Context: an optimization exercise on an open-source flow, tuned for small area. The choices shown serve that exercise and are no tape-out recipe.
Only simulation tests tie the RTL to the original design; equivalence was not proved.
No activity file was given, so power comes from the tool's default toggle rates.

==> job 6145: inputs <==
==> flow/design.v <==
package risc_pkg;
    localparam int DEF_DATA_W   = 32;
    localparam int DEF_NUM_REGS = 32;
endpackage
module rf_wbit (
    input  logic s,
    input  logic ns,
    input  logic d,
    input  logic q,
    output logic y
);
    assign y = (s & d) | (ns & q);
endmodule
module rf_aoi222 (
    input  logic [2:0] s,
    input  logic [2:0] d,
    output logic       y
);
    assign y = ~|(s & d);
endmodule
module rf_nor2 (
    input  logic a,
    input  logic b,
    output logic y
);
    assign y = ~(a | b);
endmodule
module rf_nand2 (
    input  logic a,
    input  logic b,
    output logic y
);
    assign y = ~(a & b);
endmodule
module rf_and3 (
    input  logic a,
    input  logic b,
    input  logic c,
    output logic y
);
    assign y = a & b & c;
endmodule
module rf_nand #(
    parameter int W = 4
) (
    input  logic [W-1:0] a,
    output logic         y
);
    assign y = ~&a;
endmodule
module rf_or #(
    parameter int W = 3
) (
    input  logic [W-1:0] a,
    output logic         y
);
    assign y = |a;
endmodule
module risc_regfile_rdport #(
    parameter int N = 31
) (
    input  logic [N-1:0] s,
    input  logic [N-1:0] d,
    output logic         y
);
    localparam int NG3 = N / 3;
    localparam int REM = N % 3;
    localparam int NG  = NG3 + REM;
    logic [NG-1:0] g;
    for (genvar j = 0; j < NG3; j++) begin : g_3
        rf_aoi222 u (.s(s[3*j +: 3]), .d(d[3*j +: 3]), .y(g[j]));
    end
    for (genvar j = 0; j < REM; j++) begin : g_1
        assign g[NG3 + j] = ~(s[3*NG3 + j] & d[3*NG3 + j]);
    end
    localparam int NQ = (NG + 3) / 4;
    logic [NQ-1:0] h;
    for (genvar j = 0; j < NQ; j++) begin : g_c
        localparam int W = (NG - 4*j) < 4 ? (NG - 4*j) : 4;
        rf_nand #(.W(W)) u (.a(g[4*j +: W]), .y(h[j]));
    end
    rf_or #(.W(NQ)) u_or (.a(h), .y(y));
endmodule
module risc_regfile_dump
#(
    parameter int   DATA_W   = risc_pkg::DEF_DATA_W,
    parameter int   NUM_REGS = risc_pkg::DEF_NUM_REGS,
    parameter int   NUM_RD   = 2,
    parameter int   ZERO_R0  = 1,
    localparam int  ADDR_W   = $clog2(NUM_REGS)
) (
    input  logic                     clk,
    input  logic                     reset,
    input  logic                     we,
    input  logic [ADDR_W-1:0]        waddr,
    input  logic [DATA_W-1:0]        wdata,
    input  logic [NUM_RD*ADDR_W-1:0] raddr,
    output logic [NUM_RD*DATA_W-1:0] rdata,
    input  logic                     dump_start,
    output logic                     dump_busy,
    output logic                     dump_valid,
    input  logic                     dump_ready,
    output logic [ADDR_W-1:0]        dump_addr,
    output logic [DATA_W-1:0]        dump_data,
    output logic                     dump_done
);
    localparam int NR = NUM_REGS - 1;    
    logic [NR-1:0][DATA_W-1:0] regs;     
    logic [NR-1:0][DATA_W-1:0] regs_d;   
    logic [NR-1:0]             vld;
    logic [NR-1:0]             wsel;
    logic [NR-1:0]             rv;
    function automatic logic [11:0] npre(input logic [4:0] a, input logic en);
        for (int j = 0; j < 4; j++) npre[j]     = !(en && (a[1:0] == 2'(j)));
        for (int j = 0; j < 8; j++) npre[4 + j] = !(a[4:2] == 3'(j));
    endfunction
    logic [NR-1:0] nwsel, nrv;
    logic [11:0]   wpre, wpre_n;
    assign wpre_n = npre(waddr, we);
    assign wpre   = ~wpre_n;
    for (genvar i = 0; i < NR; i++) begin : g_wdec
        rf_nor2  u_s (.a(wpre_n[(i + 1) % 4]), .b(wpre_n[4 + (i + 1) / 4]), .y(wsel[i]));
        rf_nand2 u_n (.a(wpre[(i + 1) % 4]),   .b(wpre[4 + (i + 1) / 4]),   .y(nwsel[i]));
        rf_nor2  u_v (.a(vld[i]), .b(wsel[i]), .y(nrv[i]));
    end
    assign rv = ~nrv;
    for (genvar i = 0; i < NR; i++) begin : g_reg
        for (genvar b = 0; b < DATA_W; b++) begin : g_bit
            rf_wbit u_w (
                .s (wsel[i]),
                .ns(nwsel[i]),
                .d (wdata[b]),
                .q (regs[i][b]),
                .y (regs_d[i][b])
            );
        end
        always_ff @(posedge clk) begin
            regs[i] <= regs_d[i];
        end
        always_ff @(posedge clk or negedge reset) begin
            if (!reset)       vld[i] <= 1'b0;
            else              vld[i] <= rv[i];
        end
    end
    for (genvar k = 0; k < NUM_RD; k++) begin : g_rd
        logic [ADDR_W-1:0] ra;
        logic [NR-1:0]     sel;
        assign ra = raddr[k*ADDR_W +: ADDR_W];
        logic [11:0] pre;
        assign pre = ~npre(ra, 1'b1);
        for (genvar i = 0; i < NR; i++) begin : g_sel
            rf_and3 u (.a(pre[(i + 1) % 4]), .b(pre[4 + (i + 1) / 4]), .c(rv[i]), .y(sel[i]));
        end
        for (genvar b = 0; b < DATA_W; b++) begin : g_bit
            logic [NR-1:0] d;
            always_comb begin
                for (int i = 0; i < NR; i++) d[i] = regs_d[i][b];
            end
            risc_regfile_rdport #(.N(NR)) u_col (.s(sel), .d(d), .y(rdata[k*DATA_W + b]));
        end
    end
    logic              st_stream, st_done;
    logic [ADDR_W-1:0] nxt_addr;
    logic              adv, hold, last;
    logic [NR:0]       csel;
    assign dump_valid = st_stream;
    assign dump_done  = st_done;
    assign dump_busy  = st_stream | st_done;
    assign nxt_addr = dump_addr + 1'b1;
    assign last     = dump_addr == ADDR_W'(NUM_REGS - 1);
    assign adv      = st_stream && dump_ready;
    assign hold     = st_stream && !dump_ready;
    logic [11:0] cpre;
    assign cpre = ~npre(nxt_addr, adv);
    for (genvar i = 0; i < NR; i++) begin : g_csel
        rf_and3 u (.a(cpre[(i + 1) % 4]), .b(cpre[4 + (i + 1) / 4]), .c(rv[i]), .y(csel[i]));
    end
    assign csel[NR] = hold;
    logic [DATA_W-1:0] dump_data_d;
    for (genvar b = 0; b < DATA_W; b++) begin : g_cap
        logic [NR:0] d;
        always_comb begin
            for (int i = 0; i < NR; i++) d[i] = regs_d[i][b];
            d[NR] = dump_data[b];
        end
        risc_regfile_rdport #(.N(NR + 1)) u_col (.s(csel), .d(d), .y(dump_data_d[b]));
    end
    always_ff @(posedge clk or negedge reset) begin
        if (!reset) begin
            st_stream <= 1'b0;
            st_done   <= 1'b0;
        end else begin
            st_done <= adv && last;
            if (st_stream) st_stream <= !(dump_ready && last);
            else           st_stream <= dump_start && !st_done;
        end
    end
    always_ff @(posedge clk) begin
        dump_data <= dump_data_d;
        if (!st_stream)      dump_addr <= '0;
        else if (dump_ready) dump_addr <= nxt_addr;
    end
endmodule
==> flow/flow/run.sh <==
#!/bin/bash
export BUFFER_PORTS_ARGS="-buffer_cell sky130_fd_sc_hd__buf_1"
export CTS_ARGS="-sink_clustering_enable -repair_clock_nets -dont_use_dummy_load -buf_list sky130_fd_sc_hd__clkbuf_4 -sink_clustering_size 7 -sink_clustering_max_diameter 50"
bash standard.sh > standard.log 2>&1
==> flow/standard.sh <==
#!/bin/bash
# synth_recipe.tcl (not shown) runs the flow's synth.tcl, then flattens the netlist and writes it again
# the make line also repeats each setting of config.mk as NAME=value (left out here)
make -C /OpenROAD-flow-scripts/flow DESIGN_CONFIG=/design/flow/config.mk WORK_HOME=/design/flow/orfs CLKGATE_MAP_FILE= SYNTH_SCRIPT=/design/flow/synth_recipe.tcl "${@:-finish}"
==> flow/config.mk <==
export PLATFORM = sky130hd
export DESIGN_NAME = risc_regfile_dump
export DESIGN_NICKNAME = risc_regfile_dump
export VERILOG_FILES = /design/flow/design.v
export SDC_FILE = /design/flow/constraint.sdc
export NUM_CORES = 8
export LEC_CHECK = 0
export CAP_MARGIN = 10
export CORE_MARGIN = 2
export CORE_UTILIZATION = 40
export PLACE_DENSITY = 0.45
export SLEW_MARGIN = 10
export SYNTH_HIERARCHICAL = 1
==> flow/constraint.sdc <==
create_clock -name core_clock -period 7.0 [get_ports {clk}]
set_input_delay 1.4000 -clock core_clock [delete_from_list [all_inputs] [get_ports {clk}]]
set_output_delay 1.4000 -clock core_clock [all_outputs]
set_load 0.01 [all_outputs]
==> job 8691 (differences from job 6145) <==
--- a/flow/config.mk
+++ b/flow/config.mk
@@ -9,4 +9,4 @@
 export CORE_MARGIN = 2
-export CORE_UTILIZATION = 40
-export PLACE_DENSITY = 0.45
+export CORE_UTILIZATION = 50
+export PLACE_DENSITY = 0.55
 export SLEW_MARGIN = 10
==> summary of the runs <==
- Flip-flop and latch count is the same in job 8691 and job 6145.
- Of job 6145 and job 8691, job 8691 has the higher global-route usage (gap 6.4 points).
- Critical path depth is the same in job 8691 and job 6145.
- In synthesized cell count, job 8691 and job 6145 do not differ.
- Combinational power is about the same in job 6145 and job 8691.
- Between job 6145 and job 8691, the lower design area is in job 8691 (gap about 0.75%, measured against job 8691).
- In hold slack, job 6145 and job 8691 hardly differ.
==> figures <==
metric	job 6145	job 8691
Worst reg2reg path startpoint	dump_addr[1]$_SDFFE_PN0P_	dump_addr[0]$_SDFFE_PN0P_
Reported clock group power	0.00347 W	0.00337 W
Filler cell count	10500	7648
Run status	no timing/DRC/antenna violations	no timing/DRC/antenna violations
Die area	114000 sq um	91500 sq um
Post-route cell area	49900 sq um	49500 sq um
Relative max-transition margin	5.33%	11.7%
Placer congestion estimate	0.982	1.08
Flop2flop setup slack	2.47 ns	2.56 ns
Grt met1 use	58.4%	64.5%
Final Critical Period	6.70 ns	6.74 ns
Arrival time at the worst endpoint	5.30 ns	5.34 ns
HPWL after DPL	149 mm	139 mm
Cell Pwr Density	297 nW/um^2	297 nW/um^2
CP max stage cell	sky130_fd_sc_hd__a222oi_1	sky130_fd_sc_hd__nand4_1
Clock-cell share of area	2.68%	2.62%

==> what the ideal ports hide <==
No port has a modelled driver above. Below, the same layouts with a new extraction and two added sets of constraints. Step 1 sets driving cells, clkbuf_16 on the clock port and buf_2 on the other inputs (assumed; they add their load-dependent delay and slew). Step 2 moves the port delays by t, midway between the first and last clock arrival at a register: inputs arrive t later, outputs are due t later. That takes back most of the time a late clock gives input paths. Slacks: no drivers / after step 1 / after step 2; pairs: no drivers / after step 1.
run	t, ns	setup WS [ns]	worst setup path after step 2	clock arrival spread, ns
job 6145	1.216	0.304 / 0.280 / 0.280	input to output	0.132 / 0.133
job 8691	1.159	0.258 / 0.227 / 0.227	input to output	0.106 / 0.105
After both steps setup and hold are still met in every run listed. The setup slack of job 8691, which loses most, moves by -0.031 ns with the drivers and by -0.031 ns with both steps.
